This design comes from an exercise in tuning for small area, a short achievable clock period and few clock cycles per item on the open sky130 flow, not from production work. In this exercise RTL edits were held to simulation tests only and were not proved equivalent to the original. No activity file was given, so power comes from the tool's default toggle rates.

==> flow/design.v (excerpt) <==
module weighted_reaction_selector #(
    parameter int MAX_REACTIONS = 16
) (
    input  logic         clk,
    input  logic         rst_n,
    input  logic         psel,
    input  logic         penable,
    input  logic         pwrite,
    input  logic [2:0]   paddr,
    input  logic [31:0]  pwdata,
    output logic [31:0]  prdata,
    output logic         pready,
    input  logic         start,
    input  logic [72:0]  cmd_in,      
    output logic         busy,
    output logic         done,
    output logic [41:0]  result_out   
);
    localparam int RW = wrs_pkg::RATE_W;
    localparam int PW = wrs_pkg::PREFIX_W;
    logic [wrs_pkg::CNT_W-1:0] cfg_reg;
    logic                      cfg_wr;
    assign pready = 1'b1;
    assign cfg_wr = psel && penable && pwrite && (paddr[2] == wrs_pkg::REG_REACTIONS_IN_USE);
    always_ff @(posedge clk or negedge rst_n)
    begin
        if (!rst_n)
        begin
            cfg_reg <= wrs_pkg::CNT_RESET;
        end
        else if (cfg_wr)
        begin
            cfg_reg <= pwdata[wrs_pkg::CNT_W-1:0];
        end
    end
    assign prdata = (paddr[2] == wrs_pkg::REG_REACTIONS_IN_USE) ? {{(32-wrs_pkg::CNT_W){1'b0}}, cfg_reg} : '0;
    logic [4:0] n_act;
    assign n_act = cfg_reg[4] ? 5'd16 : cfg_reg;
    function automatic logic [37:0] bk_add38(input logic [37:0] x, input logic [37:0] z);
        logic [37:0] g, p, p0;
        begin
            g  = x & z;
            p  = x ^ z;
            p0 = p;
            for (int d = 1; d < 38; d = d * 2)
            begin
                for (int i = 2 * d - 1; i < 38; i = i + 2 * d)
                begin
                    g[i] = g[i] | (p[i] & g[i - d]);
                    p[i] = p[i] & p[i - d];
                end
            end
            for (int d = 16; d >= 1; d = d / 2)
            begin
                for (int i = 3 * d - 1; i < 38; i = i + 2 * d)
                begin
                    g[i] = g[i] | (p[i] & g[i - d]);
                    p[i] = p[i] & p[i - d];
                end
            end
  ...
Size: about 4500 cells after synthesis, roughly 190 I/O pins, ~52000 um^2 of cells after synthesis.
clock: 9.5 ns
lec_check: 0
cap_margin: 20
core_margin: 2
core_utilization: 65
setup_slack_margin: 5
slew_margin: 20
run.sh (not shown) runs the stock make flow with config.mk's settings and CLKGATE_MAP_FILE= SYNTH_SCRIPT=/design/flow/synth_recipe.tcl, a recipe that flattens the netlist after the stock synthesis.
Testbench counts at the start, summed over its fixed seeds: cycles 6,672, items 6,630.
Then changed:
- CTS_CLUSTER_DIAMETER: default -> 60
- CTS_CLUSTER_SIZE: default -> 22
After rerunning: Final area is lower by 1.0%. Flip-flop and latch count does not change. Clock power is lower by 18%. Global-route usage is lower by 0.37 points. Via count barely changes. Area after synthesis stays the same.
Then changed:
- CTS_CLUSTER_DIAMETER: 60 -> default
- CTS_CLUSTER_SIZE: 22 -> default
- SETUP_SLACK_MARGIN: 5 -> 4.3
Effect: Non-clock buffer count came out lower by 98. Maximum frequency decreases by 9.3%. Total power rose by 1.0%. Clock skew fell by 0.011 ns. Global-route usage went down by 0.88 points. Cell count goes down by 0.90%. Setup slack is worse by 0.47 ns. Sequential share of layout area goes up by 0.86 points. Utilization came out lower by 1.6 points. Die area does not change.
Then changed:
- SETUP_SLACK_MARGIN: 4.3 -> 4.7
Effect: Final area is higher by 1.2%. Worst setup slack improves by 0.35 ns. Critical path depth went down by 2. Clock skew goes up by 0.0032 ns. Routed wire length went up by 1.0%. First-iteration DRC count went up by 5.6%.

========
Another version of the RTL of weighted_reaction_selector (not shown whole).
For scale: about 4500 cells after synthesis, ~970 flip-flops, roughly 0.052 mm2 of cells after synthesis.
// weighted_reaction_selector
module weighted_reaction_selector #(
    parameter int MAX_REACTIONS = 16
) (
    input  logic         clk,
    input  logic         rst_n,
    input  logic         psel,
    input  logic         penable,
    input  logic         pwrite,
    input  logic [2:0]   paddr,
    input  logic [31:0]  pwdata,
    output logic [31:0]  prdata,
    output logic         pready,
    input  logic         start,
    input  logic [72:0]  cmd_in,      
    output logic         busy,
    output logic         done,
    output logic [41:0]  result_out   
);
Settings: LEC_CHECK=0, CAP_MARGIN=20, CORE_MARGIN=2, CORE_UTILIZATION=40, SETUP_SLACK_MARGIN=5, SLEW_MARGIN=20; clock period 9.5 ns.
Testbench counts at the start, summed over its fixed seeds: cycles 6,672, items 6,630.
Rerun with:
CORE_UTILIZATION = 65   (was 40)
After rerunning: The changed run produced a clean layout. Synthesized area is unchanged. Final area falls by 1.3%. Global-route usage grows by 16 points. Setup slack gets better by 0.10 ns. Die area fell by 38%. Wire length went down by 4.1%. Sequential share of layout area came out higher by 0.57 points. Worst hold slack improves by 0.011 ns. Count of clock-buffer cells in the layout went down by 12.

-- what the ideal ports hide --
Ports are ideal in the flow. The routed layouts listed here were re-timed in OpenROAD.
Step 1: set_driving_cell puts a clkbuf_16 on clk and a buf_2 on each other input, an assumption about the parent block.
Step 2, shift: input delay + t, output delay - t, t = (earliest + latest rising clock arrival at the registers) / 2. This alone moves slack from input paths to output paths.
a / b / c = no drivers / after step 1 / after step 2; a / b = the first two.
run | shift t [ns] | slack for setup (ns) | hold WS [ns]
the first run of note 1 | 0.749 | 4.870 / 4.870 / 4.326 | 0.342 / 0.342 / 0.342
the second run of note 1 | 0.722 | 4.852 / 4.852 / 4.591 | 0.340 / 0.340 / 0.340
the third run of note 1 | 0.736 | 4.378 / 4.378 / 3.886 | 0.345 / 0.345 / 0.345
the fourth run of note 1 | 0.736 | 4.731 / 4.731 / 4.328 | 0.346 / 0.346 / 0.346
the first run of note 2 | 0.801 | 4.336 / 4.336 / 4.336 | 0.347 / 0.347 / 0.347
the second run of note 2 | 0.763 | 4.435 / 4.435 / 4.435 | 0.358 / 0.358 / 0.358
After both steps every run listed still meets setup and hold. The setup slack of the first run of note 1, which loses most, moves by 0.000 ns with the drivers and by -0.544 ns with both steps.
